What follows belongs to an exercise in optimizing a design on an open flow for small area, a short achievable clock period and few clock cycles per item; a production flow would make more cautious choices. Function was checked by simulation only, so behaviour that the tests miss may differ from the original. Power figures rest on the tool's default switching activity, not on a simulated workload.

**flow/run.sh**
```bash
#!/bin/bash
# synth_recipe.tcl (not shown) runs the flow's synth.tcl, then flattens the netlist and writes it again
# the make line also repeats each setting of config.mk as NAME=value (left out here)
make -C /OpenROAD-flow-scripts/flow DESIGN_CONFIG=/design/flow/config.mk WORK_HOME=/design/flow/orfs CLKGATE_MAP_FILE= SYNTH_SCRIPT=/design/flow/synth_recipe.tcl finish
```
**flow/config.mk**
```make
export PLATFORM = sky130hd
export DESIGN_NAME = sub_pipelined
export DESIGN_NICKNAME = sub_pipelined
export VERILOG_FILES = /design/flow/design.v
export SDC_FILE = /design/flow/constraint.sdc
export NUM_CORES = 4
export LEC_CHECK = 0
export CAP_MARGIN = 20
export CORE_MARGIN = 2
export CORE_UTILIZATION = 40
export PLACE_DENSITY = 0.6
export SLEW_MARGIN = 20
```
**flow/constraint.sdc**
```tcl
create_clock -name core_clock -period 3.5 [get_ports {clk}]
set_input_delay 0.7000 -clock core_clock [delete_from_list [all_inputs] [get_ports {clk}]]
set_output_delay 0.7000 -clock core_clock [all_outputs]
set_load 0.01 [all_outputs]
```
**flow/design.v**
```verilog
package sub_pipelined_pkg;
   localparam int unsigned SUB_W = 128;
   localparam int unsigned SUB_S = 4;
   localparam logic CARRY_NO_BORROW = 1'b1;
endpackage
module sub_segment #(
   parameter int unsigned SEG = 32
) (
   input  logic [SEG-1:0] a,
   input  logic [SEG-1:0] b,
   input  logic           cin,
   output logic [SEG-1:0] diff,
   output logic           cout
);
   assign {cout, diff} = {1'b0, a} + {1'b0, ~b} + {{SEG{1'b0}}, cin};
endmodule
module sub_pipelined #(
   parameter int unsigned w = sub_pipelined_pkg::SUB_W,
   parameter int unsigned s = sub_pipelined_pkg::SUB_S
) (
   input  logic         clk,
   input  logic         rstn,
   input  logic [w-1:0] op1,
   input  logic [w-1:0] op2,
   input  logic         valid_op1,
   input  logic         valid_op2,
   output logic         op_ready,
   output logic [w-1:0] res,
   output logic         valid,
   output logic         borrow,
   output logic         zero,
   input  logic         res_ready
);
   localparam int unsigned SEG = w / s;
   logic         adv;
   logic         accept;
   logic [w-1:0] res_q;
   logic         valid_q;
   logic [s*w-1:0] sdiff_q;
   logic [s*w-1:0] sop1_q;
   logic [s*w-1:0] sop2_q;
   logic [s-1:0]   scarry_q;
   logic [s-1:0]   svalid_q;
   assign adv      = ~valid_q | res_ready;
   assign op_ready = adv;
   assign accept   = valid_op1 & valid_op2 & adv;
   for (genvar k = 0; k < s; k++) begin : g_stage
      logic [SEG-1:0] a_seg;
      logic [SEG-1:0] b_seg;
      logic           cin;
      logic [SEG-1:0] diff_seg;
      logic           cout_seg;
      logic [w-1:0]   diff_d;
      logic [w-1:0]   op1_d;
      logic [w-1:0]   op2_d;
      logic           carry_d;
      logic           valid_d;
      if (k == 0) begin : g_head
         assign a_seg = op1[SEG-1:0];
         assign b_seg = op2[SEG-1:0];
         assign cin   = sub_pipelined_pkg::CARRY_NO_BORROW;
         always_comb begin
            diff_d          = '0;
            diff_d[SEG-1:0] = diff_seg;
            op1_d           = op1;
            op2_d           = op2;
            carry_d         = cout_seg;
            valid_d         = accept;
         end
      end else begin : g_body
         assign a_seg = sop1_q[(k-1)*w + k*SEG +: SEG];
         assign b_seg = sop2_q[(k-1)*w + k*SEG +: SEG];
         assign cin   = scarry_q[k-1];
         always_comb begin
            diff_d              = sdiff_q[(k-1)*w +: w];
            diff_d[k*SEG +: SEG] = diff_seg;
            op1_d               = sop1_q[(k-1)*w +: w];
            op2_d               = sop2_q[(k-1)*w +: w];
            carry_d             = cout_seg;
            valid_d             = svalid_q[k-1];
         end
      end
      sub_segment #(
         .SEG (SEG)
      ) u_seg (
         .a    (a_seg),
         .b    (b_seg),
         .cin  (cin),
         .diff (diff_seg),
         .cout (cout_seg)
      );
      always_ff @(posedge clk or negedge rstn) begin
         if (!rstn) begin
            sdiff_q[k*w +: w] <= '0;
            sop1_q[k*w +: w]  <= '0;
            sop2_q[k*w +: w]  <= '0;
            scarry_q[k]       <= 1'b0;
            svalid_q[k]       <= 1'b0;
         end else if (adv) begin
            sdiff_q[k*w +: w] <= diff_d;
            sop1_q[k*w +: w]  <= op1_d;
            sop2_q[k*w +: w]  <= op2_d;
            scarry_q[k]       <= carry_d;
            svalid_q[k]       <= valid_d;
         end
      end
   end
   always_ff @(posedge clk or negedge rstn) begin
      if (!rstn) begin
         res_q   <= '0;
         valid_q <= 1'b0;
      end else if (adv) begin
         res_q   <= sdiff_q[(s-1)*w +: w];
         valid_q <= svalid_q[s-1];
      end
   end
   assign res   = res_q;
   assign valid = valid_q;
   logic borrow_q;
   logic zero_q;
   always_ff @(posedge clk or negedge rstn) begin
      if (!rstn) begin
         borrow_q <= 1'b0;
         zero_q   <= 1'b0;
      end else if (adv) begin
         borrow_q <= svalid_q[s-1] & (scarry_q[s-1] != sub_pipelined_pkg::CARRY_NO_BORROW);
         zero_q   <= svalid_q[s-1] & (sdiff_q[(s-1)*w +: w] == '0);
      end
   end
   assign borrow = borrow_q;
   assign zero   = zero_q;
endmodule
```
==> results.toml <==
[cts]
cts_tree = "yes"
postCtsSetupBuffers = 0
cts_made_buffers = 91
cts.sinks = 843
cts_max_level = 3
cts_max_path_buffers = 3
path_clk_slew_ps = 60
cts_root_buf = "clkbuf_16"
worstSkewPairLatency_ps = 670

[route]
first_pass_iters = 5
drc_errors = 0
vias_per_cell = 4.87
wl_per_cell_um = 16.1
totalWireLength_um = 98300
postRouteAntennaNets = 0
first_iter_violations = 2270
vias = 29786

[synthesis]
ys_warn_count = 1
synth-edff-count = 0
ys_ff_latch = 843
synth_top_cell_area_share_pct = 55.4
async_flop_share_pct = 100
syn_inst = 4417
synth_area_leaders = "dfrtp_1 (55%), nand2_1 (20%), ha_1 (4.1%)"
ys.flop_type = "dfrtp_1"
synth_top_area_cell = "dfrtp_1"
synth.distinct_cells = 70
synth_seq_area_share_pct = 55.4
syn_nets = 4810
netlist_area_sq_um = 38100
synth_area_per_cell_sq_um = 8.62

[cells_and_area]
fillCellCount = 9139
antenna_cells = 0
finish.instance_area_sq_um = 46800
regArea_sq_um = 21100
drive_above_1_share_pct = 5.30
areaGrowthSynthToFinish_pct = 23.0
final_nets = 5168
multi_input_area_sq_um = 15600
finalNonFillerCells = 6117

[global_route]
grt_max_degree = 192
grt_use_total_pct = 20.1
grt_antenna_before_repair = 3
grt-ovfl-total = 0
grt_pass1_vias = 28996
grt_pass1_wl_um = 158000

[place]
dp_hpwl_um = 68800
gp_congestion = 0.902
dp_slack_ps = -244
placedCellCount = 5947
placed_area_sq_um = 43700
port_buffers = 392

[power]
p_per_area_nw_per_um2 = 943
p_leak_nw = 23.3
max-vdd-ir-drop_uv = 421

[sta]
hold_viol = 0
rsz0062_at_grt = "no"
fmax_mhz = 309
setup_slack_ps = 266
drv_slew = 0
finalCritPeriodShare_pct = 92.4
tightestPinTransition_ps = 993
period_minus_slack_ps = 3230
max_slew_margin_pct = 33.8
fin_tns_setup_ps = 0
setup_viol = 0
finalClockSkew_ps = 34.8
whs_ps = 59.4

[floorplan]
io_pins = 393
dieHeight_um = 313
core-area_sq_um = 94700
core.rowCount = 113
die_w_um = 313
die_area_sq_um = 97700
initial_core_util_pct = 40.2

[setup_path]
required_ps = 4030
critPathKind = "reg -> reg"
cp-start-kind = "flip-flop"
critPathCaptureType = "flip-flop"
critPathMaxFanout = 4
critical_path_arrival_ps = 3760

[outcome]
status = "no timing/DRC/antenna violations"

[hold_path]
hold_path_class = "in -> async"

[flow_run]
cap_violations = 0
## final cells by class
| cell class | instances | share of cell area (%) |
|---|---|---|
| flip-flops and latches | 843 | 45.1 |
| multi-input cells | 3200 | 33.3 |
| repair buffers | 478 | 10.3 |
| clock buffers | 134 | 5.68 |
| well taps | 1265 | 3.38 |
| inverters | 161 | 1.31 |
| clock inverters | 36 | 0.944 |
## worst max-delay path, stage by stage, from the launching register on
cell	delay, ps
dfrtp_1	320
inv_1	60
fa_1	480
fa_1	430
nor2b_1	160
o31a_1	180
o31a_1	260
o41ai_2	140
o311a_1	360
o211ai_1	200
o21a_1	240
mux2i_1	200
a21oi_1	80
## synth_stat cells, types with 5 or more instances
cell         n
nand4_1     32
nor3_1      23
nand2_1   2048
o21a_1      32
fa_1         7
a31oi_1     13
o21bai_1    14
a211oi_1    20
xnor2_1     48
xor2_1      43
a21o_1      50
nand3_1     22
o31ai_1     20
a21boi_0     6
nand2b_1    19
nor2_1     128
dfrtp_1    843
nor4_1      34
a221oi_1     7
o21ai_0    207
o21ai_1      7
or3_1       13
nor2b_1     14
ha_1       125
buf_1       14
inv_1      160
and2_1       5
a21oi_1    170
o211ai_1    13
clkbuf_1   196
and3_1      15
## per-layer routing
metal	vias to the layer above	track usage (%)	share of wire, %
met2	543	30.1	44
li1	14932	-	-
met3	124	3.70	4.8
met1	14183	29.8	49
met4	4	5.44	2.1
met5	-	0	0.025
## through the flow
step | power [mW] | utilization (%)
2_1_floorplan | 27.9 | -
4_1_cts | 44.7 | 49.4
5_1_grt | 47.7 | 49.4
6_report | 44.2 | 49.4
3_5_place_dp | 34.5 | 46.1
3_3_place_gp | 34.2 | 46.1
## cell usage in the layout (no fill, tap or decap), types with 14 or more instances in the layout
master	count
nand2_1	2048
dfrtp_1	843
clkdlybuf4s50_1	391
o21ai_0	207
a21oi_1	170
inv_1	160
nor2_1	128
ha_1	125
clkbuf_16	92
buf_4	65
a21o_1	50
xnor2_1	48
xor2_1	43
nor4_1	34
nand4_1	32
o21a_1	32
nor3_1	23
nand3_1	22
clkbuf_1	22
buf_12	21
o31ai_1	20
clkbuf_8	20
nand2b_1	19
a211oi_1	19
and3_1	15
clkinv_2	15
o21bai_1	14
## report_power, final
group	total (mW)	leakage (nW)	switching [mW]	internal [mW]
sequential	16.7	10.0	2.69	14.0
clock	9.94	1.52	4.06	5.88
combinational	17.5	11.7	10.1	7.40
## state kept, by name, summed over array words and instances (netlist names)
name and flops:
zero_q 1, g_stage.op1_d 192, valid_q 1, borrow_q 1, scarry_q 4, sdiff_q 320, g_stage.op2_d 192, res_q 128
svalid_q 4
## logic make-up (layout without fill, tap and decap cells)
| kind of cell | Yosys count | count (layout) | share of synthesized area (%) |
|---|---|---|---|
| and+or+nand+nor | 2370 | 2370 | 24.6 |
| DFF | 843 | 843 | 55.4 |
| AOI/OAI and AO/OA | 603 | 603 | 9.64 |
| buffers and inverters | 374 | 809 | 3.70 |
| adders and majority gates | 132 | 132 | 4.48 |
| xor gates and xnor gates | 91 | 91 | 2.09 |
| muxes | 4 | 4 | 0.112 |
## final timing paths
check,startpoint,to,slack (ps),cells past startpoint
min in group core_clock,sdiff_q[351],sdiff_q[479],450,2
worst min-delay path,rstn,g_stage[1].op1_d[45],60,1
worst max-delay path,g_stage[3].op1_d[96],sdiff_q[510],270,12
worst max register to register,g_stage[3].op1_d[96],sdiff_q[510],270,12
worst min register to register,sdiff_q[351],sdiff_q[479],450,2
max in group asynchronous,rstn,res_q[4],2370,2
## repair_timing
| action | in CTS | in global routing |
|---|---|---|
| endpoints found under the setup margin | 0 | 1 |
| gates resized for setup | 0 | 1 |
| hold buffers | 0 | 0 |
Testbench counts, summed over its fixed seeds: cycles 3,240, items 3,200.

==> afterwards: timing with drivers on the ports <==
Ports are ideal in the flow. The routed layout listed here was re-timed in OpenROAD.
Step 1, drivers: a clkbuf_16 drives clk and a buf_2 each remaining input, both assumed.
Step 2 also shifts input and output timing later by t, the mid clock arrival at the registers, as if the neighbouring blocks saw the same clock.
Three values: ideal ports, drivers, drivers and shift; two values: the first two.
t, ns: 0.722
setup WS [ns]: 0.266 / 0.266 / -0.299
hold WS [ns]: 0.059 / 0.041 / 0.453
Met with ideal ports but missed after step 2: setup timing in this run. The setup slack of this run moves by 0.000 ns with the drivers and by -0.565 ns with both steps.
